What follows belongs to an exercise in optimizing a design on an open flow for small area and few clock cycles; a production flow would make more cautious choices.
Where RTL was checked, it was by simulation tests only, not by an equivalence proof against the original.
For run 1, only the layout was checked, not whether the RTL still works.
Power figures rest on the tool's default switching activity, not on a simulated workload.

==> design.v <==
`default_nettype none
package tile_pkg;
    localparam int PIXEL_W = 8;
    localparam int DEF_CHANNELS = 3;
    localparam int DEF_WIDTH    = 10;
    localparam int DEF_TILE     = 4;
    localparam int DEF_STRIDE   = 2;
    localparam logic [1:0] HS_IDLE         = 2'd0;
    localparam logic [1:0] HS_REQ          = 2'd1;
    localparam logic [1:0] HS_WAIT_ACK_LOW = 2'd2;
endpackage
`default_nettype wire
`timescale 1ns/100ps
`default_nettype none
import tile_pkg::*;
module row_buffer #(
    parameter int DEPTH = 10,
    parameter int EW    = 2 * PIXEL_W,
    parameter int SHOW  = 7
) (
    input  wire logic                 i_clk,
    input  wire logic                 i_rst,
    input  wire logic                 i_clear,
    input  wire logic                 i_push,
    input  wire logic [EW-1:0]        i_data,
    input  wire logic                 i_pop,
    output logic                      o_full,
    output logic                      o_front_valid,
    output logic [SHOW*EW-1:0]        o_front
);
    logic [EW-1:0]    data_q [0:DEPTH-1];
    logic [DEPTH-1:0] valid_q;
    logic [DEPTH-1:0] load;
    logic [DEPTH:0]   vac;
    always_comb begin
        vac[0] = i_pop;
        for (int i = 0; i < DEPTH - 1; i++) begin
            load[i]  = (!valid_q[i] || vac[i]) && valid_q[i+1];
            vac[i+1] = load[i];
        end
        load[DEPTH-1] = i_push;
        vac[DEPTH]    = 1'b0;
    end
    always_ff @(posedge i_clk or posedge i_rst) begin
        if (i_rst) begin
            valid_q <= '0;
        end else if (i_clear) begin
            valid_q <= '0;
        end else begin
            for (int i = 0; i < DEPTH; i++) begin
                valid_q[i] <= (valid_q[i] && !vac[i]) || load[i];
            end
        end
    end
    always_ff @(posedge i_clk) begin
        for (int i = 0; i < DEPTH - 1; i++) begin
            if (load[i]) begin
                data_q[i] <= data_q[i+1];
            end
        end
        if (load[DEPTH-1]) begin
            data_q[DEPTH-1] <= i_data;
        end
    end
    assign o_full        = valid_q[DEPTH-1];
    assign o_front_valid = &valid_q[SHOW-1:0];
    for (genvar s = 0; s < SHOW; s++) begin : g_front
        assign o_front[s*EW +: EW] = data_q[s];
    end
endmodule
`default_nettype wire
`timescale 1ns/100ps
`default_nettype none
import tile_pkg::*;
module row_bank #(
    parameter int CHANNELS = DEF_CHANNELS,
    parameter int TILE     = DEF_TILE,
    parameter int D_E0     = 14,
    parameter int D_E1     = 12,
    parameter int D_E2     = 10,
    parameter int D_O      = 10
) (
    input  wire logic                                   i_clk,
    input  wire logic                                   i_rst,
    input  wire logic                                   i_clear,
    input  wire logic [1:0]                             i_push_ch,
    input  wire logic                                   i_push_par,
    input  wire logic                                   i_push,
    input  wire logic [2*PIXEL_W-1:0]                   i_push_data,
    input  wire logic                                   i_pop,
    output logic                                        o_full_sel,
    output logic                                        o_front_valid,
    output logic      [CHANNELS*TILE*TILE*PIXEL_W-1:0]  o_tile
);
    localparam int EW = 2 * PIXEL_W;
    logic [2*CHANNELS-1:0] full;
    logic [2*CHANNELS-1:0] fvalid;
    for (genvar p = 0; p < 2; p++) begin : g_par
        for (genvar ch = 0; ch < CHANNELS; ch++) begin : g_ch
            localparam int Q = p * CHANNELS + ch;
            localparam int DEPTH = (p == 1) ? D_O :
                                   (ch == 0) ? D_E0 : (ch == 1) ? D_E1 : D_E2;
            logic [7*EW-1:0] front;
            row_buffer #(
                .DEPTH (DEPTH),
                .EW    (EW),
                .SHOW  (7)
            ) u_q (
                .i_clk         (i_clk),
                .i_rst         (i_rst),
                .i_clear       (i_clear),
                .i_push        (i_push && (i_push_par == p[0]) && (i_push_ch == ch[1:0])),
                .i_data        (i_push_data),
                .i_pop         (i_pop),
                .o_full        (full[Q]),
                .o_front_valid (fvalid[Q]),
                .o_front       (front)
            );
            assign o_tile[((ch*TILE + p)*TILE + 0)*PIXEL_W +: EW]     = front[0*EW +: EW];
            assign o_tile[((ch*TILE + p)*TILE + 2)*PIXEL_W +: EW]     = front[1*EW +: EW];
            assign o_tile[((ch*TILE + p + 2)*TILE + 0)*PIXEL_W +: EW] = front[5*EW +: EW];
            assign o_tile[((ch*TILE + p + 2)*TILE + 2)*PIXEL_W +: EW] = front[6*EW +: EW];
        end
    end
    assign o_full_sel    = full[int'(i_push_par) * CHANNELS + int'(i_push_ch)];
    assign o_front_valid = &fvalid;
endmodule
`default_nettype wire
`timescale 1ns/100ps
`default_nettype none
import tile_pkg::*;
module bank_sequencer #(
    parameter int CHANNELS = DEF_CHANNELS,
    parameter int WIDTH    = DEF_WIDTH
) (
    input  wire logic                   i_clk,
    input  wire logic                   i_rst,
    input  wire logic                   i_restart,
    input  wire logic [PIXEL_W-1:0]     i_pixel,
    input  wire logic                   i_pixel_valid,
    output logic                        o_pixel_ready,
    input  wire logic                   i_full_sel,
    output logic [1:0]                  o_push_ch,
    output logic                        o_push_par,
    output logic                        o_push,
    output logic [2*PIXEL_W-1:0]        o_push_data,
    output logic                        o_band_set
);
    logic [$clog2(WIDTH)-1:0] col_q;
    logic [1:0]               ch_q;
    logic                     par_q;
    logic                     primed_q;
    logic [PIXEL_W-1:0]       even_q;
    logic accept;
    logic row_end;
    assign o_pixel_ready = !col_q[0] || !i_full_sel;
    assign accept        = i_pixel_valid && o_pixel_ready && !i_restart;
    assign row_end       = accept && (col_q == WIDTH - 1) && (ch_q == CHANNELS - 1);
    assign o_push_ch   = ch_q;
    assign o_push_par  = par_q;
    assign o_push      = accept && col_q[0];
    assign o_push_data = {i_pixel, even_q};
    assign o_band_set  = row_end && par_q && primed_q;
    always_ff @(posedge i_clk) begin
        if (accept && !col_q[0]) begin
            even_q <= i_pixel;
        end
    end
    always_ff @(posedge i_clk or posedge i_rst) begin
        if (i_rst) begin
            col_q    <= '0;
            ch_q     <= '0;
            par_q    <= 1'b0;
            primed_q <= 1'b0;
        end else if (i_restart) begin
            col_q    <= '0;
            ch_q     <= '0;
            par_q    <= 1'b0;
            primed_q <= 1'b0;
        end else if (accept) begin
            if (col_q == WIDTH - 1) begin
                col_q <= '0;
                if (ch_q == CHANNELS - 1) begin
                    ch_q  <= '0;
                    par_q <= !par_q;
                    if (par_q) begin
                        primed_q <= 1'b1;
                    end
                end else begin
                    ch_q <= ch_q + 1'b1;
                end
            end else begin
                col_q <= col_q + 1'b1;
            end
        end
    end
endmodule
`default_nettype wire
`timescale 1ns/100ps
`default_nettype none
import tile_pkg::*;
module tile_assembler (
    input  wire logic   i_clk,
    input  wire logic   i_rst,
    input  wire logic   i_restart,
    input  wire logic   i_band_set,
    input  wire logic   i_front_valid,
    output logic        o_pop,
    output logic        o_tile_req,
    input  wire logic   i_tile_ack
);
    logic [1:0] state_q;
    logic [1:0] step_q;
    logic       owed_q;
    logic       flush_q;
    logic       ready;
    logic       done;
    assign ready = (owed_q || i_band_set) && i_front_valid && !flush_q;
    assign done  = (state_q == HS_REQ) && i_tile_ack;
    assign o_pop = done || flush_q;
    always_ff @(posedge i_clk or posedge i_rst) begin
        if (i_rst) begin
            state_q <= HS_IDLE;
            step_q  <= '0;
            owed_q  <= 1'b0;
            flush_q <= 1'b0;
        end else begin
            flush_q <= done && (step_q == 2'd3);
            if (i_restart) begin
                step_q <= '0;
            end else if (done) begin
                step_q <= step_q + 1'b1;
            end
            if (i_restart) begin
                owed_q <= 1'b0;
            end else if (i_band_set) begin
                owed_q <= 1'b1;
            end else if (done && (step_q == 2'd3)) begin
                owed_q <= 1'b0;
            end
            case (state_q)
                HS_IDLE: begin
                    if (ready && !i_tile_ack) begin
                        state_q <= HS_REQ;
                    end
                end
                HS_REQ: begin
                    if (i_tile_ack) begin
                        state_q <= HS_WAIT_ACK_LOW;
                    end
                end
                HS_WAIT_ACK_LOW: begin
                    if (!i_tile_ack) begin
                        state_q <= ready ? HS_REQ : HS_IDLE;
                    end
                end
                default: state_q <= HS_IDLE;
            endcase
        end
    end
    assign o_tile_req = (state_q == HS_REQ);
endmodule
`default_nettype wire
`timescale 1ns/100ps
`default_nettype none
import tile_pkg::*;
module tile_window_unit #(
    parameter int CHANNELS = DEF_CHANNELS,
    parameter int WIDTH    = DEF_WIDTH,
    parameter int TILE     = DEF_TILE,
    parameter int STRIDE   = DEF_STRIDE
) (
    input  wire logic                                   i_clk,
    input  wire logic                                   i_rst,
    input  wire logic                                   i_restart,
    input  wire logic [PIXEL_W-1:0]                     i_pixel,
    input  wire logic                                   i_pixel_valid,
    output logic                                        o_pixel_ready,
    output logic      [CHANNELS*TILE*TILE*PIXEL_W-1:0]  o_tile,
    output logic                                        o_tile_req,
    input  wire logic                                   i_tile_ack
);
    logic [1:0]           push_ch;
    logic                 push_par;
    logic                 push;
    logic [2*PIXEL_W-1:0] push_data;
    logic                 full_sel;
    logic                 band_set;
    logic                 front_valid;
    logic                 pop;
    bank_sequencer #(
        .CHANNELS (CHANNELS),
        .WIDTH    (WIDTH)
    ) u_sequencer (
        .i_clk         (i_clk),
        .i_rst         (i_rst),
        .i_restart     (i_restart),
        .i_pixel       (i_pixel),
        .i_pixel_valid (i_pixel_valid),
        .o_pixel_ready (o_pixel_ready),
        .i_full_sel    (full_sel),
        .o_push_ch     (push_ch),
        .o_push_par    (push_par),
        .o_push        (push),
        .o_push_data   (push_data),
        .o_band_set    (band_set)
    );
    row_bank #(
        .CHANNELS (CHANNELS),
        .TILE     (TILE)
    ) u_row_bank (
        .i_clk         (i_clk),
        .i_rst         (i_rst),
        .i_clear       (i_restart),
        .i_push_ch     (push_ch),
        .i_push_par    (push_par),
        .i_push        (push),
        .i_push_data   (push_data),
        .i_pop         (pop),
        .o_full_sel    (full_sel),
        .o_front_valid (front_valid),
        .o_tile        (o_tile)
    );
    tile_assembler u_assembler (
        .i_clk         (i_clk),
        .i_rst         (i_rst),
        .i_restart     (i_restart),
        .i_band_set    (band_set),
        .i_front_valid (front_valid),
        .o_pop         (pop),
        .o_tile_req    (o_tile_req),
        .i_tile_ack    (i_tile_ack)
    );
endmodule
`default_nettype wire
==> run.sh <==
#!/bin/bash
# synth_recipe.tcl (not shown) runs the flow's synth.tcl, then flattens the netlist and writes it again
# the make line also repeats each setting of config.mk as NAME=value (left out here)
make -C /OpenROAD-flow-scripts/flow DESIGN_CONFIG=/design/flow/config.mk WORK_HOME=/design/flow/orfs CLKGATE_MAP_FILE= SYNTH_SCRIPT=/design/flow/synth_recipe.tcl finish
==> config.mk <==
export PLATFORM = sky130hd
export DESIGN_NAME = tile_window_unit
export DESIGN_NICKNAME = tile_window_unit
export VERILOG_FILES = /design/flow/design.v
export SDC_FILE = /design/flow/constraint.sdc
export NUM_CORES = 4
export LEC_CHECK = 0
export CAP_MARGIN = 20
export CORE_MARGIN = 2
export CORE_UTILIZATION = 40
export SLEW_MARGIN = 20
==> constraint.sdc <==
create_clock -name core_clock -period 5.0 [get_ports {i_clk}]
set_input_delay 1.0000 -clock core_clock [delete_from_list [all_inputs] [get_ports {i_clk}]]
set_output_delay 1.0000 -clock core_clock [all_outputs]
set_load 0.01 [all_outputs]
==> flow_summary_export.csv, run 1 <==
group,metric,value,unit
global_route,grt_antenna_before_repair,9,
timing,hold-worst-slack,399,ps
pwr,power.leakage,0.0150,uW
min_path,class_of_the_most_critical_hold_timing_path,"reg -> reg",
synthesis,post-synth-top-area-fraction,0.819,
worst_setup_path,critical_path.endpoint_type,"output port",
worst_setup_path,critical_path.endpoint,"o_pixel_ready",
worst_setup_path,timing.critical_path.from_type,"flop",
synthesis,synthDominantAreaCellType,"sky130_fd_sc_hd__edfxtp_1",
worst_setup_path,reg2reg_slack,1780,ps
worst_setup_path,required,4000,ps
pwr,power.density,410,nW/um^2
timing,slew_headroom,0.282,
timing,post-route-worst-setup-slack,566,ps
timing,setup_viol_count_final,0,
floorplanning,core.rowCount,114,
cts,cts_hold_bufs,0,
worst_setup_path,r2r-end,"u_row_bank.g_par[0].g_ch[1].u_q.data_q[11][14]$_DFFE_PP_",
floorplanning,core,96700,sq um
place,hpwlAfterDp,49000,um
cts,worstSkewPairLatency,700,ps
timing,max_freq,0.226,GHz
routing,detail_route.vias_per_cell,4.44,
synthesis,post_synth_instance_area,39000,sq um
timing,final_max_slew_viol_count,0,
cts,cts.reportedPaths.clkPinSlew,60,ps
synthesis,synth.top_cells.by_area,"sky130_fd_sc_hd__edfxtp_1 (82%), sky130_fd_sc_hd__buf_4 (7.4%), sky130_fd_sc_hd__dfrtp_1 (5.1%), sky130_fd_sc_hd__a21oi_1 (0.81%), sky130_fd_sc_hd__nor2_1 (0.55%)",
routing,detailroute.via_count,15259,
cts,cts_inserted_buffers,110,
final_layout,seq_area,34000,sq um
place,numPortBuffers,398,
floorplanning,initial_core_utilization,0.403,
floorplanning,boundary_pin_count,399,
synthesis,yosys.cell_count.top_type,"sky130_fd_sc_hd__edfxtp_1",
global_route,grt_first_pass_wirelength,102000,um
routing,drt_iter0_drc,1021,
worst_setup_path,timing.critical_path.fanout_max,13,
synthesis,yosys_register_bits,1144,
cts,cts_tree,"done",
synthesis,commonest_cells_in_the_netlist,"sky130_fd_sc_hd__edfxtp_1 (1064), sky130_fd_sc_hd__buf_4 (387), sky130_fd_sc_hd__dfrtp_1 (80), sky130_fd_sc_hd__a21oi_1 (63), sky130_fd_sc_hd__nor2_1 (57)",
cts,post_cts_setup_buffer_count,0,
routing,totalWireLength,69900,um
timing,finalCritPeriodShare,0.887,
cts,cts.root.buffer_cell,"sky130_fd_sc_hd__clkbuf_16",
flow_run,count_of_maximum_capacitance_violations,0,
routing,drt_drc_violations_left,0,
final_layout,final_nets,2078,
timing,grt_setup_unrepaired,"false",
floorplanning,die_area,100000,sq um
global_route,grt_start_max_net_pins,61,
cts,ctsHtreeMaxLevel,3,
final_layout,fillers,7866,
final_layout,synthToLayoutAreaGrowth,17.5,%
place,finalWeightedCongestion,0.845,
synthesis,ys_seq_area_frac,0.870,
synthesis,synth_nets,1926,
timing,setup-tns-final,0,ps
pwr,power.internal,15200,uW
timing,final-hold-violation-count,0,
timing,final_period_demand_of_the_worst_path,4430,ps
final_layout,n_antenna_cell,0,
worst_setup_path,worst-setup-path-type,"reg -> out",
place,detailedPlace.worstSlack,1270,ps
synthesis,syn_area_per_cell,20.4,sq um
run_status,run_status,"no timing/DRC/antenna violations",
synthesis,netlist-cell-type-count,48,
synthesis,ys_warn_count,8,
pwr,power.share.switching,0.189,
timing,finClkSkew,32.3,ps
pwr,power.net_switching,3550,uW
cts,cts_buffer_depth,3,
cts,cts.sink_count,1144,
global_route,grt_pass1_vias,15500,
worst_setup_path,startpoint,"u_sequencer.par_q$_DFFE_PP0P_",
synthesis,synth-edff-count,1064,
worst_setup_path,rr_worst_depth,7,
synthesis,yosys_most_used_dff,"sky130_fd_sc_hd__edfxtp_1",
pwr,vdd.ir_drop.worst,0.270,mV
routing,detail_route.wl_per_cell,20.4,um
global_route,grt-ovfl-total,0,
global_route,gr-usage-all-layers,0.140,
pwr,clockPowerShare,0.444,
routing,drt_pass1_iterations,5,
floorplanning,chipWidth,316,um
pwr,total_power,18800,uW
cts,cts_resized,0,
synthesis,synth-async-reset-ratio,0.0699,
worst_setup_path,cp.arrival,3430,ps
synthesis,syn_inst,1908,
final_layout,multi_input_comb_area,2010,sq um
timing,worst-slew-pin-transition,1070,ps
floorplanning,chipHeight,316,um
pwr,share_comb_of_total_power,0.004,
routing,drtAntennaViolNets,0,
worst_setup_path,rr_startpoint,"u_sequencer.par_q$_DFFE_PP0P_",
final_layout,final_layout_size_suffix_gt1_frac,0.118,
pwr,share_of_power_burned_in_registers,0.552,
-- layout make-up --
class / instances / share of cell area
Inverter: 43 / 0.00358
Sequential cell: 1144 / 0.741
Timing Repair Buffer: 446 / 0.0947
Clock buffer: 143 / 0.0650
Tap cell: 1276 / 0.0348
Multi-Input combinational cell: 315 / 0.0438
Clock inverter: 67 / 0.0172
-- cells in the final DEF, fill, tap and decap left out, types with 10 or more instances in the layout --
cell type / netlist / final
sky130_fd_sc_hd__clkinv_2: 0 / 15
sky130_fd_sc_hd__nor2_1: 57 / 57
sky130_fd_sc_hd__clkbuf_1: 9 / 24
sky130_fd_sc_hd__nor2b_1: 15 / 13
sky130_fd_sc_hd__dfrtp_1: 80 / 80
sky130_fd_sc_hd__clkdlybuf4s50_1: 0 / 397
sky130_fd_sc_hd__nand2_1: 17 / 17
sky130_fd_sc_hd__and3_1: 10 / 10
sky130_fd_sc_hd__bufinv_16: 0 / 12
sky130_fd_sc_hd__a31oi_1: 24 / 17
sky130_fd_sc_hd__clkinv_1: 0 / 17
sky130_fd_sc_hd__a21oi_1: 63 / 59
sky130_fd_sc_hd__edfxtp_1: 1064 / 1064
sky130_fd_sc_hd__nand3_1: 24 / 24
sky130_fd_sc_hd__clkbuf_16: 0 / 111
sky130_fd_sc_hd__buf_4: 387 / 49
sky130_fd_sc_hd__nand4_1: 16 / 16
sky130_fd_sc_hd__inv_1: 43 / 42
sky130_fd_sc_hd__a21boi_1: 0 / 13
-- power groups by stage --
stage          Combinational [uW]  Clock, uW  Sequential (uW)
2_1_floorplan                28.3          0            10500
3_3_place_gp                 77.1          0            10600
3_5_place_dp                 78.5          0            10600
4_1_cts                      78.4       8570            10400
5_1_grt                      82.1       8990            10300
6_report                     74.6       8340            10400
-- worst min-delay path by stage --
stage	startpoint	slack, ps	to	cells past startpoint
final	u_row_bank.g_par[0].g_ch[0].u_q.data_q[7][11]$_DFFE_PP_	400	u_row_bank.g_par[0].g_ch[0].u_q.data_q[6][11]$_DFFE_PP_	0
after global routing	u_row_bank.g_par[0].g_ch[0].u_q.data_q[7][11]$_DFFE_PP_	400	u_row_bank.g_par[0].g_ch[0].u_q.data_q[6][11]$_DFFE_PP_	0
after CTS	u_row_bank.g_par[0].g_ch[0].u_q.data_q[3][7]$_DFFE_PP_	400	u_row_bank.g_par[0].g_ch[0].u_q.data_q[2][7]$_DFFE_PP_	0
after detailed placement	u_row_bank.g_par[0].g_ch[0].u_q.data_q[11][5]$_DFFE_PP_	400	u_row_bank.g_par[0].g_ch[0].u_q.data_q[10][5]$_DFFE_PP_	0
after global placement	u_row_bank.g_par[1].g_ch[0].u_q.data_q[3][13]$_DFFE_PP_	400	u_row_bank.g_par[1].g_ch[0].u_q.data_q[2][13]$_DFFE_PP_	0
after floorplan	u_row_bank.g_par[0].g_ch[0].u_q.data_q[11][0]$_DFFE_PP_	400	u_row_bank.g_par[0].g_ch[0].u_q.data_q[10][0]$_DFFE_PP_	0
-- registers in the layout, indices dropped and copies added, names as in the netlist, 2 cells and up --
name / cells
u_row_bank.g_par.g_ch.u_q.data_q: 1056
u_row_bank.g_par.g_ch.u_q.valid_q: 66
u_sequencer.even_q: 8
u_sequencer.col_q: 4
u_assembler.state_q: 2
u_assembler.step_q: 2
u_sequencer.ch_q: 2
-- per-stage QoR --
| step | util | area (sq um) | std cells |
|---|---|---|---|
| 6_report | 0.474 | 45800 | 3434 |
| 5_1_grt | 0.474 | 45800 | 3434 |
| 4_1_cts | 0.474 | 45800 | 3433 |
| 3_5_place_dp | 0.435 | 42000 | 3223 |
| 3_3_place_gp | 0.435 | 42000 | 3223 |
| 2_1_floorplan | - | 39000 | 1908 |
-- metal layers --
layer	track usage	vias up	part of all wire
met5	0	-	0.00030
met4	0.0579	4	0.034
met3	0.0285	128	0.048
met2	0.235	422	0.51
met1	0.178	7632	0.41
li1	-	7073	-
-- worst max-delay path, stage by stage (launching register included) --
cell,delay [ps]
sky130_fd_sc_hd__dfrtp_1,480
sky130_fd_sc_hd__ha_1,210
sky130_fd_sc_hd__inv_1,60
sky130_fd_sc_hd__fa_1,440
sky130_fd_sc_hd__mux2i_1,270
sky130_fd_sc_hd__o22a_1,490
sky130_fd_sc_hd__and2_1,260
sky130_fd_sc_hd__clkdlybuf4s50_1,560
-- cells by family (layout without fill, tap and decap cells) --
kind of cell | count (synthesis) | in the layout | synth area share
compound gates | 117 | 117 | 0.0176
mux | 5 | 5 | 0.00128
buf+inv | 449 | 699 | 0.0807
simple gates | 187 | 187 | 0.0282
flops | 1144 | 1144 | 0.870
fa+ha+maj | 5 | 5 | 0.00180
xor+xnor | 1 | 1 | 0.000225
==> run 2, diff against run 1 <==
--- a/design.v
+++ b/design.v
@@ -77,3 +77,3 @@
     parameter int TILE     = DEF_TILE,
-    parameter int D_E0     = 14,
+    parameter int D_E0     = 13,
     parameter int D_E1     = 12,
==> flow/run.sh (new file) <==
#!/bin/bash
# Standard layout, with the smallest buffer on the ports.
set -euo pipefail
export BUFFER_PORTS_ARGS="-buffer_cell sky130_fd_sc_hd__buf_1"
bash standard.sh > standard_flow.log 2>&1
==> standard.sh (new file) <==
#!/bin/bash
# synth_recipe.tcl (not shown) runs the flow's synth.tcl, then flattens the netlist and writes it again
# the make line also repeats each setting of config.mk as NAME=value (left out here)
make -C /OpenROAD-flow-scripts/flow DESIGN_CONFIG=/design/flow/config.mk WORK_HOME=/design/flow/orfs CLKGATE_MAP_FILE= SYNTH_SCRIPT=/design/flow/synth_recipe.tcl "${@:-finish}"
removed: run.sh
==> run 2 against run 1 <==
Against the previous run:
- hold slack improved by 13 ps
- register-to-register slack lost 110 ps
- clock power is 8.0% lower
- first-iteration DRC count increased by 16%
- via count up 0.39%
- still clean on timing, DRC and antenna
- clock-buffer cell count is 8 lower
- highest routed layer unchanged
- critical path depth did not move
- cell count shrank 1.3%
- core utilization is 2.9 points lower
- final area down 7.6%
==> flow_summary_export.csv, run 2 <==
group,metric,value,unit
synthesis,ys_warn_count,8,
timing,setup_viol_count_final,0,
global_route,grt-ovfl-total,0,
final_layout,multi_input_comb_area,1950,sq um
timing,final-hold-violation-count,0,
synthesis,synth.top_cells.by_area,"sky130_fd_sc_hd__edfxtp_1 (82%), sky130_fd_sc_hd__buf_4 (7.5%), sky130_fd_sc_hd__dfrtp_1 (5.1%), sky130_fd_sc_hd__a21oi_1 (0.86%), sky130_fd_sc_hd__nor2_1 (0.54%)",
timing,max_freq,0.246,GHz
routing,totalWireLength,69900,um
timing,finalCritPeriodShare,0.812,
synthesis,post_synth_instance_area,38400,sq um
final_layout,finish.instance_area,42300,sq um
final_layout,biggestRegsByFlops,"u_row_bank.g_par.g_ch.u_q.data_q x1040, u_row_bank.g_par.g_ch.u_q.valid_q x65, u_sequencer.even_q x8",
cts,cts_buffer_depth,3,
cts,cts_hold_bufs,0,
floorplanning,initial_core_utilization,0.404,
global_route,gr-usage-all-layers,0.139,
final_layout,seq_area,33400,sq um
synthesis,synth_nets,1907,
synthesis,synthDominantAreaCellType,"sky130_fd_sc_hd__edfxtp_1",
worst_setup_path,required,4000,ps
place,hpwlAfterDp,48800,um
worst_setup_path,startpoint,"u_sequencer.par_q$_DFFE_PP0P_",
place,finalWeightedCongestion,0.841,
worst_setup_path,cp.arrival,3060,ps
floorplanning,core.rowCount,113,
place,detailedPlace.worstSlack,1470,ps
cts,cts.reportedPaths.clkPinSlew,60,ps
final_layout,final_nets,2054,
pwr,power.leakage,0.0134,uW
synthesis,syn_inst,1889,
cts,cts.root.buffer_cell,"sky130_fd_sc_hd__clkbuf_16",
floorplanning,chipWidth,314,um
timing,setup-tns-final,0,ps
worst_setup_path,critical_path.endpoint_type,"output port",
routing,drt_drc_violations_left,0,
synthesis,yosys_register_bits,1127,
pwr,total_power,17900,uW
timing,grt_setup_unrepaired,"false",
routing,drt_iter0_drc,1183,
routing,detail_route.vias_per_cell,4.52,
run_status,run_status,"no timing/DRC/antenna violations",
cts,cts.sink_count,1127,
worst_setup_path,critical_path.endpoint,"o_pixel_ready",
cts,worstSkewPairLatency,670,ps
cts,cts_inserted_buffers,108,
synthesis,yosys.cell_count.top_type,"sky130_fd_sc_hd__edfxtp_1",
worst_setup_path,rr_worst_depth,7,
final_layout,fillers,8029,
final_layout,final_common_cell,"sky130_fd_sc_hd__edfxtp_1",
global_route,grt_pass1_vias,15578,
pwr,power.density,424,nW/um^2
synthesis,ys_seq_area_frac,0.870,
timing,slew_headroom,0.268,
routing,detail_route.wl_per_cell,20.6,um
worst_setup_path,rr_startpoint,"u_sequencer.par_q$_DFFE_PP0P_",
final_layout,flip_flop_count_of_the_largest_register_all_copies_and_words_added,1040,
floorplanning,core,95200,sq um
flow_run,count_of_maximum_capacitance_violations,0,
min_path,class_of_the_most_critical_hold_timing_path,"reg -> reg",
timing,final_period_demand_of_the_worst_path,4060,ps
cts,cts_resized,0,
floorplanning,chipHeight,314,um
floorplanning,die_area,98600,sq um
synthesis,synth-async-reset-ratio,0.0701,
timing,hold-worst-slack,413,ps
worst_setup_path,reg2reg_slack,1670,ps
place,placed_area,38900,sq um
cts,post_cts_setup_buffer_count,0,
synthesis,yosys_most_used_dff,"sky130_fd_sc_hd__edfxtp_1",
timing,worst-slew-pin-transition,1100,ps
worst_setup_path,timing.critical_path.fanout_max,11,
global_route,grt_first_pass_wirelength,101000,um
worst_setup_path,r2r-end,"u_row_bank.g_par[0].g_ch[0].u_q.data_q[12][13]$_DFFE_PP_",
routing,drt_pass1_iterations,5,
worst_setup_path,worst-setup-path-type,"reg -> out",
synthesis,syn_area_per_cell,20.3,sq um
synthesis,synth-edff-count,1048,
synthesis,commonest_cells_in_the_netlist,"sky130_fd_sc_hd__edfxtp_1 (1048), sky130_fd_sc_hd__buf_4 (384), sky130_fd_sc_hd__dfrtp_1 (79), sky130_fd_sc_hd__a21oi_1 (66), sky130_fd_sc_hd__nor2_1 (55)",
final_layout,final_layout_size_suffix_gt1_frac,0.107,
pwr,vdd.ir_drop.worst,0.250,mV
final_layout,max_flop_register,"u_row_bank.g_par.g_ch.u_q.data_q",
timing,post-route-worst-setup-slack,939,ps
synthesis,netlist-cell-type-count,50,
cts,cts_tree,"done",
timing,final_max_slew_viol_count,0,
final_layout,synthToLayoutAreaGrowth,10.2,%
cts,ctsHtreeMaxLevel,3,
global_route,grt_antenna_before_repair,7,
final_layout,top_library_cells_by_usage_in_the_layout_fill_and_taps_aside,"sky130_fd_sc_hd__edfxtp_1 (1048), sky130_fd_sc_hd__buf_1 (397), sky130_fd_sc_hd__clkbuf_16 (108)",
global_route,grt_start_max_net_pins,77,
synthesis,post-synth-top-area-fraction,0.819,
routing,drtAntennaViolNets,0,
routing,detailroute.via_count,15319,
place,numPortBuffers,398,
worst_setup_path,timing.critical_path.from_type,"flop",
timing,finClkSkew,26.1,ps
floorplanning,boundary_pin_count,399,
-- run 2: cell types whose count changed in the layout (fill, tap and decap cells not counted), sizes merged, moves of 6 or more --
cell,before,now
clkdlybuf4s50,397,0
buf,49,439
edfxtp,1064,1048
and3,10,3
clkbuf,143,136
nand2,17,24
nor4,4,10
-- run 2: logic make-up (layout without fill, tap and decap cells) --
family	count (synthesis)	after routing	share of synthesized area
flops	1127	1127	0.870
other cells	0	2	0
compound gates	120	120	0.0190
xor+xnor	1	1	0.000228
mux	5	5	0.00143
simple gates	183	183	0.0254
buf+inv	448	680	0.0818
fa+ha+maj	5	5	0.00182
-- run 2: worst min-delay path by stage --
stage	from	slack (ps)	depth (start not counted)	to
after floorplan	u_row_bank.g_par[0].g_ch[0].u_q.data_q[11][0]$_DFFE_PP_	400	0	u_row_bank.g_par[0].g_ch[0].u_q.data_q[10][0]$_DFFE_PP_
after global placement	u_row_bank.g_par[0].g_ch[1].u_q.data_q[4][7]$_DFFE_PP_	400	0	u_row_bank.g_par[0].g_ch[1].u_q.data_q[3][7]$_DFFE_PP_
after detailed placement	u_row_bank.g_par[0].g_ch[0].u_q.data_q[2][15]$_DFFE_PP_	400	0	u_row_bank.g_par[0].g_ch[0].u_q.data_q[1][15]$_DFFE_PP_
after CTS	u_row_bank.g_par[0].g_ch[1].u_q.data_q[2][11]$_DFFE_PP_	410	0	u_row_bank.g_par[0].g_ch[1].u_q.data_q[1][11]$_DFFE_PP_
after global routing	u_row_bank.g_par[0].g_ch[0].u_q.data_q[4][7]$_DFFE_PP_	420	0	u_row_bank.g_par[0].g_ch[0].u_q.data_q[3][7]$_DFFE_PP_
final	u_row_bank.g_par[1].g_ch[2].u_q.data_q[7][0]$_DFFE_PP_	410	0	u_row_bank.g_par[1].g_ch[2].u_q.data_q[6][0]$_DFFE_PP_
-- run 2: per-layer routing --
metal  global-route usage  wire (um)  up-vias
met3               0.0282       3380      129
met1                0.167      27500     7783
met2                0.245      36900      412
met5                    0         42        -
li1                     -          -     6989
met4               0.0557       2080        6
-- run 2: power breakdown --
group	switching, uW	internal (uW)	leakage (uW)
Combinational	60.6	8.70	0.00126
Sequential	17.1	10200	0.0105
Clock	3290	4380	0.00163
-- run 2: layout make-up --
| cell class | count | share of cell area |
|---|---|---|
| sequential | 1127 | 0.790 |
| clock buffer | 135 | 0.0672 |
| multi-input combinational | 314 | 0.0461 |
| timing repair buffer | 440 | 0.0428 |
| tap | 1265 | 0.0374 |
| clock inverter | 60 | 0.0122 |
| inverter | 45 | 0.00405 |
| antenna | 2 | 0.000118 |
-- run 2: worst max-delay path: stages, from the launching register on --
cell and delay [ps]:
sky130_fd_sc_hd__dfrtp_1 590, sky130_fd_sc_hd__ha_1 230, sky130_fd_sc_hd__inv_1 50, sky130_fd_sc_hd__fa_1 560
sky130_fd_sc_hd__nand2_1 110, sky130_fd_sc_hd__o32a_2 490, sky130_fd_sc_hd__and2_1 240, sky130_fd_sc_hd__buf_1 140
-- run 2: stage by stage --
stage	utilization	cells
2_1_floorplan	-	1889
3_3_place_gp	0.409	3191
3_5_place_dp	0.409	3191
4_1_cts	0.445	3386
5_1_grt	0.445	3386
6_report	0.445	3388
Testbench counts of run 2, summed over its fixed seeds: cycles 7,841.
==> run 3, diff against run 2 <==
--- a/config.mk
+++ b/config.mk
@@ -9,3 +9,6 @@
 export CORE_MARGIN = 2
-export CORE_UTILIZATION = 40
+export CORE_UTILIZATION = 65
+export CTS_BUF_LIST = sky130_fd_sc_hd__clkbuf_8
+export CTS_CLUSTER_DIAMETER = 50
+export CTS_CLUSTER_SIZE = 18
 export SLEW_MARGIN = 20
==> run 3 against run 2 <==
Against the previous run:
- maximum frequency is 0.23% lower
- sequential share of layout area is 4.4 points higher
- first-iteration DRC count is 2.5% higher
- synthesized area stayed put
- hold slack worse by 5.9 ps
- final area is 5.3% lower
- worst setup slack worse by 9.2 ps
- cell count is 16% lower
- largest power group unchanged
- highest routed layer unchanged
==> flow_summary_export.csv, run 3 <==
group,metric,value,unit
place,finalWeightedCongestion,0.885,
floorplanning,core.rowCount,89,
cts,cts.reportedPaths.clkPinSlew,100,ps
routing,detailroute.via_count,15187,
synthesis,netlist-cell-type-count,50,
final_layout,final_layout_size_suffix_gt1_frac,0.0972,
timing,final_max_slew_viol_count,0,
final_layout,biggestRegsByFlops,"u_row_bank.g_par.g_ch.u_q.data_q x1040, u_row_bank.g_par.g_ch.u_q.valid_q x65, u_sequencer.even_q x8",
min_path,hold_path_end,"u_row_bank.g_par[0].g_ch[0].u_q.data_q[3][4]$_DFFE_PP_",
pwr,power.density,377,nW/um^2
routing,drt_iter0_drc,1212,
synthesis,synthDominantAreaCellType,"sky130_fd_sc_hd__edfxtp_1",
synthesis,synth-async-reset-ratio,0.0701,
cts,cts.root.buffer_cell,"sky130_fd_sc_hd__clkbuf_8",
timing,max_freq,0.246,GHz
floorplanning,die_area,61100,sq um
timing,finalCritPeriodShare,0.814,
synthesis,yosys_most_used_dff,"sky130_fd_sc_hd__edfxtp_1",
global_route,grt-ovfl-total,0,
synthesis,post-synth-top-area-fraction,0.819,
routing,totalWireLength,64000,um
worst_setup_path,r2r-end,"u_row_bank.g_par[1].g_ch[0].u_q.data_q[9][0]$_DFFE_PP_",
floorplanning,initial_core_utilization,0.655,
worst_setup_path,rr_worst_depth,7,
place,numPortBuffers,398,
timing,final_period_demand_of_the_worst_path,4070,ps
timing,slew_headroom,0.319,
synthesis,ys_seq_area_frac,0.870,
timing,finClkSkew,31.4,ps
worst_setup_path,cp.arrival,3070,ps
pwr,power.net_switching,2930,uW
final_layout,final_nets,2039,
floorplanning,chipHeight,247,um
global_route,grt_first_pass_wirelength,91700,um
routing,drtAntennaViolNets,0,
worst_setup_path,critical_path.endpoint_type,"output port",
cts,ctsHtreeMaxLevel,3,
worst_setup_path,worst-setup-path-type,"reg -> out",
floorplanning,chipWidth,247,um
cts,cts_tree,"done",
timing,setup_viol_count_final,0,
floorplanning,boundary_pin_count,399,
pwr,power.share.switching,0.194,
synthesis,syn_area_per_cell,20.3,sq um
synthesis,synth-edff-count,1048,
synthesis,post_synth_instance_area,38400,sq um
floorplanning,core,58700,sq um
routing,detail_route.wl_per_cell,22.4,um
synthesis,ys_warn_count,8,
pwr,share_comb_of_total_power,0.005,
worst_setup_path,rr_startpoint,"u_sequencer.par_q$_DFFE_PP0P_",
place,detailedPlace.worstSlack,1420,ps
run_status,run_status,"no timing/DRC/antenna violations",
timing,setup-tns-final,0,ps
routing,detail_route.vias_per_cell,5.32,
global_route,grt_antenna_before_repair,4,
final_layout,max_flop_register,"u_row_bank.g_par.g_ch.u_q.data_q",
final_layout,flip_flop_count_of_the_largest_register_all_copies_and_words_added,1040,
cts,cts_resized,0,
min_path,hp-start,"u_row_bank.g_par[0].g_ch[0].u_q.data_q[4][4]$_DFFE_PP_",
final_layout,top_library_cells_by_usage_in_the_layout_fill_and_taps_aside,"sky130_fd_sc_hd__edfxtp_1 (1048), sky130_fd_sc_hd__buf_1 (397), sky130_fd_sc_hd__clkbuf_8 (89)",
final_layout,synthToLayoutAreaGrowth,4.36,%
pwr,vdd.ir_drop.worst,0.269,mV
timing,final-hold-violation-count,0,
synthesis,synth.top_cells.by_area,"sky130_fd_sc_hd__edfxtp_1 (82%), sky130_fd_sc_hd__buf_4 (7.5%), sky130_fd_sc_hd__dfrtp_1 (5.1%), sky130_fd_sc_hd__a21oi_1 (0.86%), sky130_fd_sc_hd__nor2_1 (0.54%)",
timing,grt_setup_unrepaired,"false",
worst_setup_path,timing.critical_path.from_type,"flop",
global_route,grt_start_max_net_pins,77,
pwr,share_of_power_burned_in_registers,0.674,
timing,worst-slew-pin-transition,1020,ps
routing,drt_drc_violations_left,0,
cts,cts_buffer_depth,3,
synthesis,yosys.cell_count.top_type,"sky130_fd_sc_hd__edfxtp_1",
cts,worstSkewPairLatency,690,ps
pwr,power.internal,12200,uW
synthesis,commonest_cells_in_the_netlist,"sky130_fd_sc_hd__edfxtp_1 (1048), sky130_fd_sc_hd__buf_4 (384), sky130_fd_sc_hd__dfrtp_1 (79), sky130_fd_sc_hd__a21oi_1 (66), sky130_fd_sc_hd__nor2_1 (55)",
timing,post-route-worst-setup-slack,930,ps
min_path,class_of_the_most_critical_hold_timing_path,"reg -> reg",
synthesis,yosys_register_bits,1127,
synthesis,synth_nets,1907,
min_path,hold_depth,0,
pwr,power.leakage,0.0127,uW
worst_setup_path,reg2reg_slack,1820,ps
cts,post_cts_setup_buffer_count,0,
place,hpwlAfterDp,43800,um
pwr,clockPowerShare,0.321,
global_route,grt_pass1_vias,14403,
final_layout,final_common_cell,"sky130_fd_sc_hd__edfxtp_1",
cts,cts.sink_count,1127,
worst_setup_path,required,4000,ps
worst_setup_path,timing.critical_path.fanout_max,11,
cts,cts_hold_bufs,0,
global_route,gr-usage-all-layers,0.209,
cts,cts_inserted_buffers,84,
routing,drt_pass1_iterations,7,
flow_run,count_of_maximum_capacitance_violations,0,
synthesis,syn_inst,1889,
run 3: cell families (layout without fill, tap and decap cells):
family	count (synthesis)	after routing	synth area share
compound gates	120	120	0.0190
xor+xnor	1	1	0.000228
fa+ha+maj	5	5	0.00182
buf+inv	448	638	0.0818
flops	1127	1127	0.870
mux	5	5	0.00143
other cells	0	2	0
simple gates	183	183	0.0254
run 3: critical path: stages (launching register included):
cell,delay (ps)
sky130_fd_sc_hd__dfrtp_1,570
sky130_fd_sc_hd__ha_1,210
sky130_fd_sc_hd__inv_1,50
sky130_fd_sc_hd__fa_1,560
sky130_fd_sc_hd__nand2_1,120
sky130_fd_sc_hd__o32a_2,490
sky130_fd_sc_hd__and2_1,240
sky130_fd_sc_hd__buf_1,140
run 3: per-layer routing:
| metal | vias to the layer above | routed length [um] | global-route usage |
|---|---|---|---|
| met3 | 81 | 4590 | 0.0427 |
| li1 | 6927 | - | - |
| met4 | 2 | 1240 | 0.0663 |
| met5 | - | 13 | 0 |
| met1 | 7644 | 27300 | 0.307 |
| met2 | 533 | 30800 | 0.322 |
run 3: worst max path at each step:
stage	startpoint	endpoint	slack, ps	cells after the start
after global routing	u_sequencer.par_q$_DFFE_PP0P_	o_pixel_ready	790	7
after floorplan	u_sequencer.par_q$_DFFE_PP0P_	u_row_bank.g_par[1].g_ch[1].u_q.data_q[9][0]$_DFFE_PP_	1540	7
after CTS	u_sequencer.par_q$_DFFE_PP0P_	o_pixel_ready	910	7
after detailed placement	i_tile_ack	u_row_bank.g_par[1].g_ch[1].u_q.data_q[1][15]$_DFFE_PP_	1420	6
after global placement	i_tile_ack	u_row_bank.g_par[1].g_ch[2].u_q.data_q[0][0]$_DFFE_PP_	1490	5
final	u_sequencer.par_q$_DFFE_PP0P_	o_pixel_ready	930	7
run 3: power by group through the flow:
stage          registers [uW]  logic, uW  clock network (uW)
6_report                10200       70.3                4850
5_1_grt                 10200       78.2                5380
4_1_cts                 10200       72.8                5020
3_5_place_dp            10400       72.4                   0
3_3_place_gp            10400       71.3                   0
2_1_floorplan           10400       31.4                   0
run 3: layout make-up:
cell class | count | area [sq um]
Antenna cell | 2 | 5.00
Timing Repair Buffer | 449 | 1880
Inverter | 45 | 170
Sequential cell | 1127 | 33400
Clock inverter | 55 | 485
Clock buffer | 89 | 1220
Fill cell | 3766 | 18600
Tap cell | 773 | 967
Multi-Input combinational cell | 314 | 1920
run 3: metrics by stage:
stage / hold WS (ps) / total power (uW) / area, sq um / utilization / std cells
global placement: 400 / 10500 / 38400 / 0.654 / 2706
global route: 417 / 15600 / 40100 / 0.683 / 2853
finish: 407 / 15100 / 40100 / 0.683 / 2854
detailed placement: 405 / 10500 / 38400 / 0.654 / 2707
CTS: 398 / 15300 / 40100 / 0.683 / 2851
floorplan: 400 / 10400 / 38400 / - / 1889
==> run 4, diff against run 3 <==
==> run.sh (new file) <==
#!/bin/bash
# synth_recipe.tcl (not shown) runs the flow's synth.tcl, then flattens the netlist and writes it again
# the make line also repeats each setting of config.mk as NAME=value (left out here)
make -C /OpenROAD-flow-scripts/flow DESIGN_CONFIG=/design/flow/config.mk WORK_HOME=/design/flow/orfs CLKGATE_MAP_FILE= SYNTH_SCRIPT=/design/flow/synth_recipe.tcl finish
removed: flow/run.sh
removed: standard.sh
==> run 4 against run 3 <==
Against the previous run:
- critical path depth unchanged
- highest routed layer is now met4
- still clean on timing, DRC and antenna
- sequential power about the same
- critical path type unchanged
- flip-flop and latch count unchanged
- final area increased by 6.2%
- largest power group unchanged
- largest cell class unchanged
==> flow_summary_export.csv, run 4 <==
group,metric,value,unit
cts,post_cts_setup_buffer_count,0,
final_layout,top_library_cells_by_usage_in_the_layout_fill_and_taps_aside,"sky130_fd_sc_hd__edfxtp_1 (1048), sky130_fd_sc_hd__clkdlybuf4s50_1 (397), sky130_fd_sc_hd__clkbuf_8 (87)",
cts,cts.root.buffer_cell,"sky130_fd_sc_hd__clkbuf_8",
place,detailedPlace.worstSlack,1250,ps
worst_setup_path,required,4000,ps
synthesis,ys_seq_area_frac,0.870,
routing,detail_route.wl_per_cell,22.1,um
place,finalWeightedCongestion,0.857,
timing,final-hold-violation-count,0,
global_route,grt_start_max_net_pins,77,
final_layout,final_nets,2037,
synthesis,yosys_register_bits,1127,
routing,drt_drc_violations_left,0,
routing,detailroute.via_count,15096,
global_route,grt-ovfl-total,0,
cts,cts_inserted_buffers,85,
cts,cts_buffer_depth,3,
synthesis,netlist-cell-type-count,50,
pwr,share_of_power_burned_in_registers,0.678,
timing,setup-tns-final,0,ps
pwr,vdd.ir_drop.worst,0.276,mV
pwr,total_power,15000,uW
flow_run,count_of_maximum_capacitance_violations,0,
global_route,grt_antenna_before_repair,4,
worst_setup_path,rr_startpoint,"u_sequencer.par_q$_DFFE_PP0P_",
synthesis,synth_nets,1907,
min_path,hold_depth,0,
timing,finClkSkew,30.0,ps
pwr,power.leakage,0.0139,uW
routing,drtAntennaViolNets,0,
floorplanning,initial_core_utilization,0.655,
synthesis,ys_warn_count,8,
synthesis,synth.top_cells.by_area,"sky130_fd_sc_hd__edfxtp_1 (82%), sky130_fd_sc_hd__buf_4 (7.5%), sky130_fd_sc_hd__dfrtp_1 (5.1%), sky130_fd_sc_hd__a21oi_1 (0.86%), sky130_fd_sc_hd__nor2_1 (0.54%)",
run_status,run_status,"no timing/DRC/antenna violations",
pwr,clockPowerShare,0.317,
cts,cts_hold_bufs,0,
routing,drt_pass1_iterations,5,
floorplanning,boundary_pin_count,399,
worst_setup_path,critical_path.endpoint_type,"output port",
floorplanning,core,58700,sq um
pwr,power.net_switching,2980,uW
final_layout,flip_flop_count_of_the_largest_register_all_copies_and_words_added,1040,
worst_setup_path,cp.arrival,3380,ps
cts,cts_resized,0,
global_route,grt_first_pass_wirelength,92100,um
timing,slew_headroom,0.315,
floorplanning,core.rowCount,89,
cts,cts.sink_count,1127,
pwr,power.internal,12000,uW
place,placed_area,40800,sq um
timing,finalCritPeriodShare,0.876,
place,hpwlAfterDp,44300,um
synthesis,syn_inst,1889,
worst_setup_path,timing.critical_path.from_type,"flop",
timing,final_max_slew_viol_count,0,
synthesis,yosys_most_used_dff,"sky130_fd_sc_hd__edfxtp_1",
timing,final_period_demand_of_the_worst_path,4380,ps
cts,ctsHtreeMaxLevel,3,
synthesis,synth-edff-count,1048,
routing,detail_route.vias_per_cell,5.27,
synthesis,synthDominantAreaCellType,"sky130_fd_sc_hd__edfxtp_1",
final_layout,biggestRegsByFlops,"u_row_bank.g_par.g_ch.u_q.data_q x1040, u_row_bank.g_par.g_ch.u_q.valid_q x65, u_sequencer.even_q x8",
timing,post-route-worst-setup-slack,620,ps
final_layout,post-route-util,0.726,
min_path,hp-start,"u_row_bank.g_par[1].g_ch[2].u_q.data_q[2][12]$_DFFE_PP_",
timing,max_freq,0.228,GHz
routing,drt_iter0_drc,1301,
worst_setup_path,rr_worst_depth,7,
synthesis,syn_area_per_cell,20.3,sq um
place,numPortBuffers,398,
final_layout,final_layout_size_suffix_gt1_frac,0.0985,
pwr,share_comb_of_total_power,0.005,
pwr,power.share.switching,0.198,
floorplanning,chipWidth,247,um
floorplanning,die_area,61100,sq um
pwr,power.density,353,nW/um^2
worst_setup_path,reg2reg_slack,1830,ps
cts,worstSkewPairLatency,710,ps
final_layout,final_common_cell,"sky130_fd_sc_hd__edfxtp_1",
final_layout,finish.instance_area,42600,sq um
worst_setup_path,r2r-end,"u_row_bank.g_par[1].g_ch[1].u_q.data_q[9][8]$_DFFE_PP_",
global_route,gr-usage-all-layers,0.211,
synthesis,yosys.cell_count.top_type,"sky130_fd_sc_hd__edfxtp_1",
min_path,class_of_the_most_critical_hold_timing_path,"reg -> reg",
worst_setup_path,timing.critical_path.fanout_max,11,
final_layout,max_flop_register,"u_row_bank.g_par.g_ch.u_q.data_q",
synthesis,synth-async-reset-ratio,0.0701,
timing,setup_viol_count_final,0,
synthesis,commonest_cells_in_the_netlist,"sky130_fd_sc_hd__edfxtp_1 (1048), sky130_fd_sc_hd__buf_4 (384), sky130_fd_sc_hd__dfrtp_1 (79), sky130_fd_sc_hd__a21oi_1 (66), sky130_fd_sc_hd__nor2_1 (55)",
min_path,hold_path_end,"u_row_bank.g_par[1].g_ch[2].u_q.data_q[1][12]$_DFFE_PP_",
worst_setup_path,worst-setup-path-type,"reg -> out",
timing,grt_setup_unrepaired,"false",
routing,totalWireLength,63300,um
timing,worst-slew-pin-transition,1020,ps
synthesis,post_synth_instance_area,38400,sq um
final_layout,synthToLayoutAreaGrowth,10.8,%
global_route,grt_pass1_vias,14555,
cts,cts_tree,"done",
synthesis,post-synth-top-area-fraction,0.819,
cts,cts.reportedPaths.clkPinSlew,110,ps
floorplanning,chipHeight,247,um
## run 4: cell families after synthesis
logic type	Yosys count	synth area share
AOI/OAI and AO/OA	120	0.0190
xor gates and xnor gates	1	0.000228
adders and majority gates	5	0.00182
buffers and inverters	448	0.0818
DFF	1127	0.870
muxes	5	0.00143
and+or+nand+nor	183	0.0254
## run 4: cell type report
class,instances,area (sq um)
multi-input combinational,314,1930
sequential,1127,33400
timing repair buffer,446,4340
clock buffer,87,1200
inverter,45,171
clock inverter,73,536
fill,3463,16100
antenna,1,2.50
tap,773,967
## run 4: critical path, cell delays in order, from the launching register on
cell	delay [ps]
sky130_fd_sc_hd__dfrtp_1	560
sky130_fd_sc_hd__ha_1	220
sky130_fd_sc_hd__inv_1	50
sky130_fd_sc_hd__fa_1	560
sky130_fd_sc_hd__nand2_1	100
sky130_fd_sc_hd__o32a_2	480
sky130_fd_sc_hd__and2_1	240
sky130_fd_sc_hd__clkdlybuf4s50_1	490
## run 4: metrics by stage
stage / instances / hold slack [ps]
global route: 2866 / 410
global placement: 2705 / 401
detailed placement: 2705 / 405
CTS: 2865 / 408
floorplan: 1889 / 400
finish: 2866 / 405
## run 4: worst max-delay path by stage
stage / from / to / slack (ps) / cells past startpoint
3_3_place_gp: i_tile_ack / u_row_bank.g_par[0].g_ch[0].u_q.data_q[0][14]$_DFFE_PP_ / 850 / 5
2_1_floorplan: u_sequencer.par_q$_DFFE_PP0P_ / u_row_bank.g_par[1].g_ch[1].u_q.data_q[9][0]$_DFFE_PP_ / 1540 / 7
4_1_cts: u_sequencer.par_q$_DFFE_PP0P_ / o_pixel_ready / 590 / 7
3_5_place_dp: i_tile_ack / u_row_bank.g_par[1].g_ch[2].u_q.data_q[0][5]$_DFFE_PP_ / 1250 / 4
5_1_grt: u_sequencer.par_q$_DFFE_PP0P_ / o_pixel_ready / 450 / 7
6_report: u_sequencer.par_q$_DFFE_PP0P_ / o_pixel_ready / 620 / 7
## run 4: routing by layer
metal | up-vias | share of wire | GRT usage
li1 | 6912 | - | -
met1 | 7553 | 0.42 | 0.306
met2 | 532 | 0.49 | 0.333
met3 | 99 | 0.065 | 0.0348
met4 | 0 | 0.027 | 0.0723
met5 | - | 0 | 0
## run 4: power groups by stage
stage               Sequential, uW  Clock, uW  Combinational (uW)
global placement             10400          0                76.6
floorplan                    10400          0                31.4
CTS                          10200       4920                78.1
detailed placement           10400          0                77.9
global route                 10200       5310                83.7
finish                       10200       4760                77.0
==> run 5, diff against run 4 <==
--- a/config.mk
+++ b/config.mk
@@ -10,5 +10,5 @@
 export CORE_UTILIZATION = 65
-export CTS_BUF_LIST = sky130_fd_sc_hd__clkbuf_8
-export CTS_CLUSTER_DIAMETER = 50
-export CTS_CLUSTER_SIZE = 18
+export CTS_BUF_LIST = sky130_fd_sc_hd__clkbuf_16
+export CTS_CLUSTER_DIAMETER = 60
+export CTS_CLUSTER_SIZE = 36
 export SLEW_MARGIN = 20
==> run 5 against run 4 <==
Against the previous run:
- still clean on timing, DRC and antenna
- clock-buffer cell count fell by 36
- global-route usage fell by 0.39 points
- die area did not move
- synthesized area did not move
- total power rose by 2.6%
- first-iteration DRC count rose by 1.5%
- critical endpoint unchanged
==> flow_summary_export.csv, run 5 <==
group,metric,value,unit
timing,finalCritPeriodShare,0.866,
timing,max_freq,0.231,GHz
flow_run,count_of_maximum_capacitance_violations,0,
final_layout,top_library_cells_by_usage_in_the_layout_fill_and_taps_aside,"sky130_fd_sc_hd__edfxtp_1 (1048), sky130_fd_sc_hd__clkdlybuf4s50_1 (397), sky130_fd_sc_hd__dfrtp_1 (79)",
pwr,vdd.ir_drop.worst,0.450,mV
timing,setup-tns-final,0,ps
worst_setup_path,required,4000,ps
cts,cts_inserted_buffers,49,
final_layout,biggestRegsByFlops,"u_row_bank.g_par.g_ch.u_q.data_q x1040, u_row_bank.g_par.g_ch.u_q.valid_q x65, u_sequencer.even_q x8",
synthesis,syn_area_per_cell,20.3,sq um
worst_setup_path,timing.critical_path.fanout_max,11,
routing,drt_iter0_drc,1320,
final_layout,flip_flop_count_of_the_largest_register_all_copies_and_words_added,1040,
timing,grt_setup_unrepaired,"false",
final_layout,finish.instance_area,42700,sq um
pwr,power.leakage,0.0138,uW
worst_setup_path,crit_path_cell_trace,"ha_1, inv_1, fa_1, nand2_1, o32a_2, and2_1, clkdlybuf4s50_1",
final_layout,n_antenna_cell,0,
final_layout,synthToLayoutAreaGrowth,11.1,%
synthesis,synth-async-reset-ratio,0.0701,
routing,drtAntennaViolNets,0,
place,numPortBuffers,398,
synthesis,post-synth-top-area-fraction,0.819,
routing,totalWireLength,62600,um
floorplanning,core,58700,sq um
routing,drt_pass1_iterations,6,
global_route,grt_first_pass_wirelength,90900,um
global_route,grt_antenna_before_repair,4,
floorplanning,die_area,61100,sq um
worst_setup_path,critical-path-max-stage-delay,570,ps
synthesis,syn_inst,1889,
routing,detailroute.via_count,14873,
place,finalWeightedCongestion,0.857,
place,hpwlAfterDp,44300,um
synthesis,commonest_cells_in_the_netlist,"sky130_fd_sc_hd__edfxtp_1 (1048), sky130_fd_sc_hd__buf_4 (384), sky130_fd_sc_hd__dfrtp_1 (79), sky130_fd_sc_hd__a21oi_1 (66), sky130_fd_sc_hd__nor2_1 (55)",
routing,detail_route.wl_per_cell,22.4,um
synthesis,synth-edff-count,1048,
timing,final_period_demand_of_the_worst_path,4330,ps
worst_setup_path,worst-setup-path-type,"reg -> out",
synthesis,yosys.cell_count.top_type,"sky130_fd_sc_hd__edfxtp_1",
min_path,class_of_the_most_critical_hold_timing_path,"reg -> reg",
timing,slew_headroom,0.323,
floorplanning,core.rowCount,89,
synthesis,post_synth_instance_area,38400,sq um
timing,finClkSkew,33.0,ps
synthesis,ys_seq_area_frac,0.870,
cts,cts_tree,"done",
cts,cts.sink_count,1127,
floorplanning,initial_core_utilization,0.655,
final_layout,max_flop_register,"u_row_bank.g_par.g_ch.u_q.data_q",
worst_setup_path,cp_slowest_cell,"sky130_fd_sc_hd__dfrtp_1",
timing,post-route-worst-setup-slack,672,ps
timing,setup_viol_count_final,0,
synthesis,yosys_most_used_dff,"sky130_fd_sc_hd__edfxtp_1",
final_layout,final_nets,2001,
global_route,gr-usage-all-layers,0.207,
cts,worstSkewPairLatency,630,ps
floorplanning,boundary_pin_count,399,
worst_setup_path,timing.critical_path.from_type,"flop",
final_layout,final_common_cell,"sky130_fd_sc_hd__edfxtp_1",
synthesis,synth.top_cells.by_area,"sky130_fd_sc_hd__edfxtp_1 (82%), sky130_fd_sc_hd__buf_4 (7.5%), sky130_fd_sc_hd__dfrtp_1 (5.1%), sky130_fd_sc_hd__a21oi_1 (0.86%), sky130_fd_sc_hd__nor2_1 (0.54%)",
cts,cts.reportedPaths.clkPinSlew,120,ps
timing,final-hold-violation-count,0,
pwr,power.density,361,nW/um^2
routing,detail_route.vias_per_cell,5.32,
global_route,grt_start_max_net_pins,77,
global_route,grt_pass1_vias,14200,
synthesis,synthDominantAreaCellType,"sky130_fd_sc_hd__edfxtp_1",
synthesis,netlist-cell-type-count,50,
synthesis,ys_warn_count,8,
run_status,run_status,"no timing/DRC/antenna violations",
worst_setup_path,cp.arrival,3330,ps
cts,cts_buffer_depth,3,
timing,worst-slew-pin-transition,1010,ps
floorplanning,chipWidth,247,um
routing,drt_drc_violations_left,0,
final_layout,final_layout_size_suffix_gt1_frac,0.0815,
synthesis,yosys_register_bits,1127,
cts,cts.root.buffer_cell,"sky130_fd_sc_hd__clkbuf_16",
cts,cts_hold_bufs,0,
cts,ctsHtreeMaxLevel,2,
final_layout,fillers,3422,
cts,cts_resized,0,
cts,post_cts_setup_buffer_count,0,
floorplanning,chipHeight,247,um
worst_setup_path,critical_path.endpoint_type,"output port",
global_route,grt-ovfl-total,0,
worst_setup_path,critical-path-top-delay-family,"adder cells",
place,placed_area,40800,sq um
timing,final_max_slew_viol_count,0,
final_layout,post-route-util,0.728,
place,detailedPlace.worstSlack,1250,ps
worst_setup_path,worstPathBufferInverterCount,2,
synthesis,synth_nets,1907,
pwr,total_power,15400,uW
## run 5: final cells by class
cell class	count	area, sq um	share of cell area
repair buffers	446	4340	0.102
flip-flops and latches	1127	33400	0.783
clock buffers	51	1280	0.0299
inverters	45	171	0.00401
well taps	773	967	0.0227
clock inverters	41	569	0.0133
multi-input cells	314	1930	0.0452
## run 5: worst paths after layout
kind                                                                           end  slack, ps  cells after the start                                                   start
max                                                                  o_pixel_ready        670                      7                           u_sequencer.par_q$_DFFE_PP0P_
min in group asynchronous     u_row_bank.g_par[0].g_ch[2].u_q.valid_q[5]$_DFF_PP0_        850                      2                                                   i_rst
max in group asynchronous     u_row_bank.g_par[1].g_ch[1].u_q.valid_q[2]$_DFF_PP0_       3250                      3                                                   i_rst
min reg2reg                 u_row_bank.g_par[1].g_ch[0].u_q.data_q[8][3]$_DFFE_PP_        410                      0  u_row_bank.g_par[1].g_ch[0].u_q.data_q[9][3]$_DFFE_PP_
max reg2reg                u_row_bank.g_par[1].g_ch[1].u_q.data_q[9][11]$_DFFE_PP_       1790                      7                           u_sequencer.par_q$_DFFE_PP0P_
min                         u_row_bank.g_par[1].g_ch[0].u_q.data_q[8][3]$_DFFE_PP_        410                      0  u_row_bank.g_par[1].g_ch[0].u_q.data_q[9][3]$_DFFE_PP_
## run 5: per-layer routing
layer  up-vias  GRT usage  share of wire
met1      7493      0.302           0.42
met3        91     0.0339          0.061
li1       6834          -              -
met4         2     0.0567          0.026
met5         -          0        0.00021
met2       453      0.332           0.49
## run 5: per-stage QoR
stage,std cells,hold slack (ps)
5_1_grt,2797,418
3_3_place_gp,2705,401
4_1_cts,2797,408
2_1_floorplan,1889,400
3_5_place_dp,2705,405
6_report,2797,412
## run 5: report_power, final
part / internal, uW / leakage (uW) / total [uW] / switching, uW
logic: 15.0 / 0.00237 / 76.4 / 61.4
registers: 10200 / 0.0105 / 10200 / 14.3
clock network: 2190 / 0.000904 / 5150 / 2960
## run 5: cell families after synthesis
logic type / count (synthesis) / synth area share
flops: 1127 / 0.870
buf+inv: 448 / 0.0818
simple gates: 183 / 0.0254
compound gates: 120 / 0.0190
mux: 5 / 0.00143
fa+ha+maj: 5 / 0.00182
xor+xnor: 1 / 0.000228
## run 5: worst reg2reg max path: cells and delay by family (launching register included)
| family | cells | cell delay [ps] |
|---|---|---|
| adder cells (fa/ha/maj) | 2 | 680 |
| AND/OR/NAND/NOR | 2 | 850 |
| AO/OA/AOI/OAI | 1 | 380 |
| flip-flops | 1 | 570 |
| buffers and inverters | 1 | 50 |
| multiplexers | 1 | 330 |
==> run 6, diff against run 5 <==
==> flow/run.sh (new file) <==
#!/bin/bash
# Standard layout, with the smallest buffer on the ports.
set -euo pipefail
export BUFFER_PORTS_ARGS="-buffer_cell sky130_fd_sc_hd__buf_1"
bash standard.sh > standard_flow.log 2>&1
==> standard.sh (new file) <==
#!/bin/bash
# synth_recipe.tcl (not shown) runs the flow's synth.tcl, then flattens the netlist and writes it again
# the make line also repeats each setting of config.mk as NAME=value (left out here)
make -C /OpenROAD-flow-scripts/flow DESIGN_CONFIG=/design/flow/config.mk WORK_HOME=/design/flow/orfs CLKGATE_MAP_FILE= SYNTH_SCRIPT=/design/flow/synth_recipe.tcl "${@:-finish}"
--- a/config.mk
+++ b/config.mk
@@ -7,8 +7,9 @@
 export LEC_CHECK = 0
+export ABC_AREA = 1
 export CAP_MARGIN = 20
 export CORE_MARGIN = 2
-export CORE_UTILIZATION = 65
-export CTS_BUF_LIST = sky130_fd_sc_hd__clkbuf_16
-export CTS_CLUSTER_DIAMETER = 60
-export CTS_CLUSTER_SIZE = 36
+export CORE_UTILIZATION = 70
+export CTS_BUF_LIST = sky130_fd_sc_hd__clkbuf_8
+export CTS_CLUSTER_DIAMETER = 50
+export CTS_CLUSTER_SIZE = 22
 export SLEW_MARGIN = 20
removed: run.sh
==> run 6 against run 5 <==
Against the previous run:
- maximum frequency rose by 23%
- still clean on timing, DRC and antenna
- largest cell class unchanged
- clock-buffer cell count up 30
- routed wire length is 8.2% lower
- clock skew shrank 2.6 ps
- die area shrank 7.0%
- global-route usage is 0.32 points lower
==> flow_summary_export.csv, run 6 <==
group,metric,value,unit
run_status,run_status,"no timing/DRC/antenna violations",
synthesis,netlist-cell-type-count,33,
floorplanning,chipWidth,238,um
worst_setup_path,timing.critical_path.from_type,"flop",
timing,finalCritPeriodShare,0.706,
worst_setup_path,critical_path.endpoint_type,"output port",
routing,wl_met1,24100,um
global_route,grt_first_pass_wirelength,83700,um
timing,finClkSkew,30.4,ps
timing,max_freq,0.283,GHz
place,post-place-cells,2680,
synthesis,ys_seq_area_frac,0.870,
synthesis,synth-async-reset-ratio,0.0701,
timing,final-hold-violation-count,0,
routing,top_layer,"met4",
cts,cts_inserted_buffers,76,
routing,drtAntennaViolNets,0,
final_layout,max_flop_register,"u_row_bank.g_par.g_ch.u_q.data_q",
timing,hold-worst-slack,409,ps
routing,drt_iter0_drc,1079,
routing,drt_drc_violations_left,0,
synthesis,synth_top_family_by_area,"buffers and inverters",
global_route,grt_antenna_before_repair,2,
worst_setup_path,worst-setup-path-type,"reg -> out",
pwr,power.share.switching,0.198,
routing,met3WireLength,3420,um
timing,slew_headroom,0.344,
cts,post_cts_setup_buffer_count,0,
routing,detail_route.wl_per_cell,20.4,um
cts,cts.sink_count,1127,
min_path,hold_depth,0,
pwr,clockPowerShare,0.315,
timing,setup_viol_count_final,0,
worst_setup_path,critical-path-top-delay-family,"adder cells",
worst_setup_path,crit_path_cell_trace,"ha_1, inv_1, fa_1, inv_1, a21oi_1, o21ai_0, nand2_1, nand2_1, nand3_1, buf_1",
place,finalWeightedCongestion,0.865,
timing,final_max_slew_viol_count,0,
timing,grt_setup_unrepaired,"false",
flow_run,count_of_maximum_capacitance_violations,0,
synthesis,synth.top_cells.by_area,"sky130_fd_sc_hd__edfxtp_1 (82%), sky130_fd_sc_hd__buf_4 (7.5%), sky130_fd_sc_hd__dfrtp_1 (5.1%), sky130_fd_sc_hd__inv_1 (1.3%), sky130_fd_sc_hd__nand2_1 (0.81%)",
global_route,grt_start_max_net_pins,69,
cts,cts_hold_bufs,0,
routing,detail_route.vias_per_cell,5.18,
routing,drt_pass1_iterations,7,
synthesis,post-synth-top-area-fraction,0.819,
cts,cts_buffer_depth,3,
worst_setup_path,cp.arrival,2530,ps
synthesis,multiplexer_share_of_the_synthesized_area,0,
pwr,power.density,378,nW/um^2
pwr,share_of_power_burned_in_registers,0.679,
floorplanning,boundary_pin_count,399,
cts,worstSkewPairLatency,690,ps
synthesis,post_synth_instance_area,38400,sq um
cts,cts_tree,"done",
synthesis,syn_area_per_cell,19.6,sq um
pwr,power.internal,12100,uW
final_layout,finish.cell_count_without_fillers,2819,
timing,final_period_demand_of_the_worst_path,3530,ps
worst_setup_path,rr_worst_depth,13,
synthesis,yosys_register_bits,1127,
final_layout,flip_flop_count_of_the_largest_register_all_copies_and_words_added,1040,
final_layout,synthToLayoutAreaGrowth,3.42,%
worst_setup_path,worstPathBufferInverterCount,3,
pwr,vdd.ir_drop.worst,0.299,mV
synthesis,synth_compound_gate_area_share,0.0104,
floorplanning,die_area,56800,sq um
final_layout,top_library_cells_by_usage_in_the_layout_fill_and_taps_aside,"sky130_fd_sc_hd__edfxtp_1 (1048), sky130_fd_sc_hd__buf_1 (397), sky130_fd_sc_hd__inv_1 (137)",
final_layout,final_nets,2081,
pwr,power.net_switching,2970,uW
routing,totalWireLength,57500,um
final_layout,final_common_cell,"sky130_fd_sc_hd__edfxtp_1",
[run 6: changes by cell type after synthesis, sizes merged, moves of 12 or more]
cell,before,now
a21boi,12,0
nand2,24,89
inv,45,131
a21oi,66,52
a31oi,19,1
nor2,56,91
o21ai,3,16
[run 6: final timing paths]
| kind | startpoint | to | slack, ps |
|---|---|---|---|
| max | u_sequencer.par_q$_DFFE_PP0P_ | o_pixel_ready | 1470 |
| max in group asynchronous | i_rst | u_row_bank.g_par[0].g_ch[2].u_q.valid_q[1]$_DFF_PP0_ | 3640 |
| min reg2reg | u_row_bank.g_par[0].g_ch[2].u_q.data_q[9][9]$_DFFE_PP_ | u_row_bank.g_par[0].g_ch[2].u_q.data_q[8][9]$_DFFE_PP_ | 410 |
| min in group asynchronous | i_rst | u_row_bank.g_par[1].g_ch[0].u_q.valid_q[8]$_DFF_PP0_ | 460 |
| max reg2reg | u_sequencer.par_q$_DFFE_PP0P_ | u_row_bank.g_par[0].g_ch[2].u_q.data_q[9][15]$_DFFE_PP_ | 1980 |
| min | u_row_bank.g_par[0].g_ch[2].u_q.data_q[9][9]$_DFFE_PP_ | u_row_bank.g_par[0].g_ch[2].u_q.data_q[8][9]$_DFFE_PP_ | 410 |
[run 6: per-stage QoR]
step	setup WS [ps]	cell area, sq um	util	total power [uW]
after floorplan	1980	38400	-	10500
after global placement	1620	38000	0.703	10500
after detailed placement	1600	38000	0.704	10500
after CTS	1420	39700	0.735	15200
after global routing	1300	39700	0.736	15500
final	1470	39700	0.736	15000
[run 6: worst reg2reg max path: cells and delay by family (launching register included)]
kind                     cells  cell delay (ps)
AND/OR/NAND/NOR              6              730
adder cells (fa/ha/maj)      2              660
buffers and inverters        3              620
flip-flops                   1              450
AO/OA/AOI/OAI                2              190
[run 6: logic make-up (layout without fill, tap and decap cells)]
| kind of cell | after synthesis | in the layout |
|---|---|---|
| flops | 1127 | 1127 |
| buf+inv | 524 | 686 |
| simple gates | 226 | 226 |
| compound gates | 76 | 76 |
| fa+ha+maj | 5 | 5 |
| xor+xnor | 2 | 2 |
| other cells | 0 | 1 |
[run 6: power by group through the flow]
stage                     registers (uW)  logic (uW)  clock network, uW
final                              10200        94.1               4730
after global routing               10200         105               5220
after CTS                          10200        95.5               4890
after detailed placement           10400        95.3                  0
after global placement             10400        91.5                  0
after floorplan                    10400        51.3                  0
[run 6: area by class of cell]
cell class                 count  area (sq um)  share of cell area
antenna                        1          2.50           0.0000630
clock buffer                  81          1110              0.0281
clock inverter                56           576              0.0145
inverter                     133           507              0.0128
multi-input combinational    309          1590              0.0400
sequential                  1127         33400               0.842
tap                          696           871              0.0219
timing repair buffer         416          1630              0.0411
[run 6: per-layer routing]
layer	global-route usage	up-vias
met5	0	-
met4	0.0674	0
met3	0.0400	76
met2	0.330	442
met1	0.286	7226
li1	-	6857

-- afterwards: timing with drivers on the ports --
In the flow no input, the clock included, has a driving cell. The finished layouts below were timed again as built, in two steps. Step 1: set_driving_cell puts a clkbuf_16 on i_clk and a buf_2 on each other input, an assumption about the parent block. Step 2 times the ports against the registers' clock, not the clock port: input delays grow and output delays shrink by t, the midpoint of the rising clock arrivals with the driver on. Slacks: ideal / step 1 / step 2; pairs: ideal / step 1.
| run | t (ns) | slack for setup (ns) | worst slew at a driven data input, ns | cell pins on the clock port's net |
|---|---|---|---|---|
| run 1 | 0.742 | 0.566 / 0.503 / 1.183 | 0.09 | 1 |
| run 2 | 0.716 | 0.939 / 0.878 / 1.497 | 0.11 | 1 |
| run 3 | 0.738 | 0.930 / 0.870 / 1.358 | 0.09 | 1 |
| run 4 | 0.754 | 0.620 / 0.560 / 1.256 | 0.09 | 1 |
| run 5 | 0.680 | 0.672 / 0.608 / 1.195 | 0.09 | 1 |
| run 6 | 0.732 | 1.468 / 1.410 / 1.828 | 0.05 | 1 |
After both steps setup and hold are still met in every run listed.
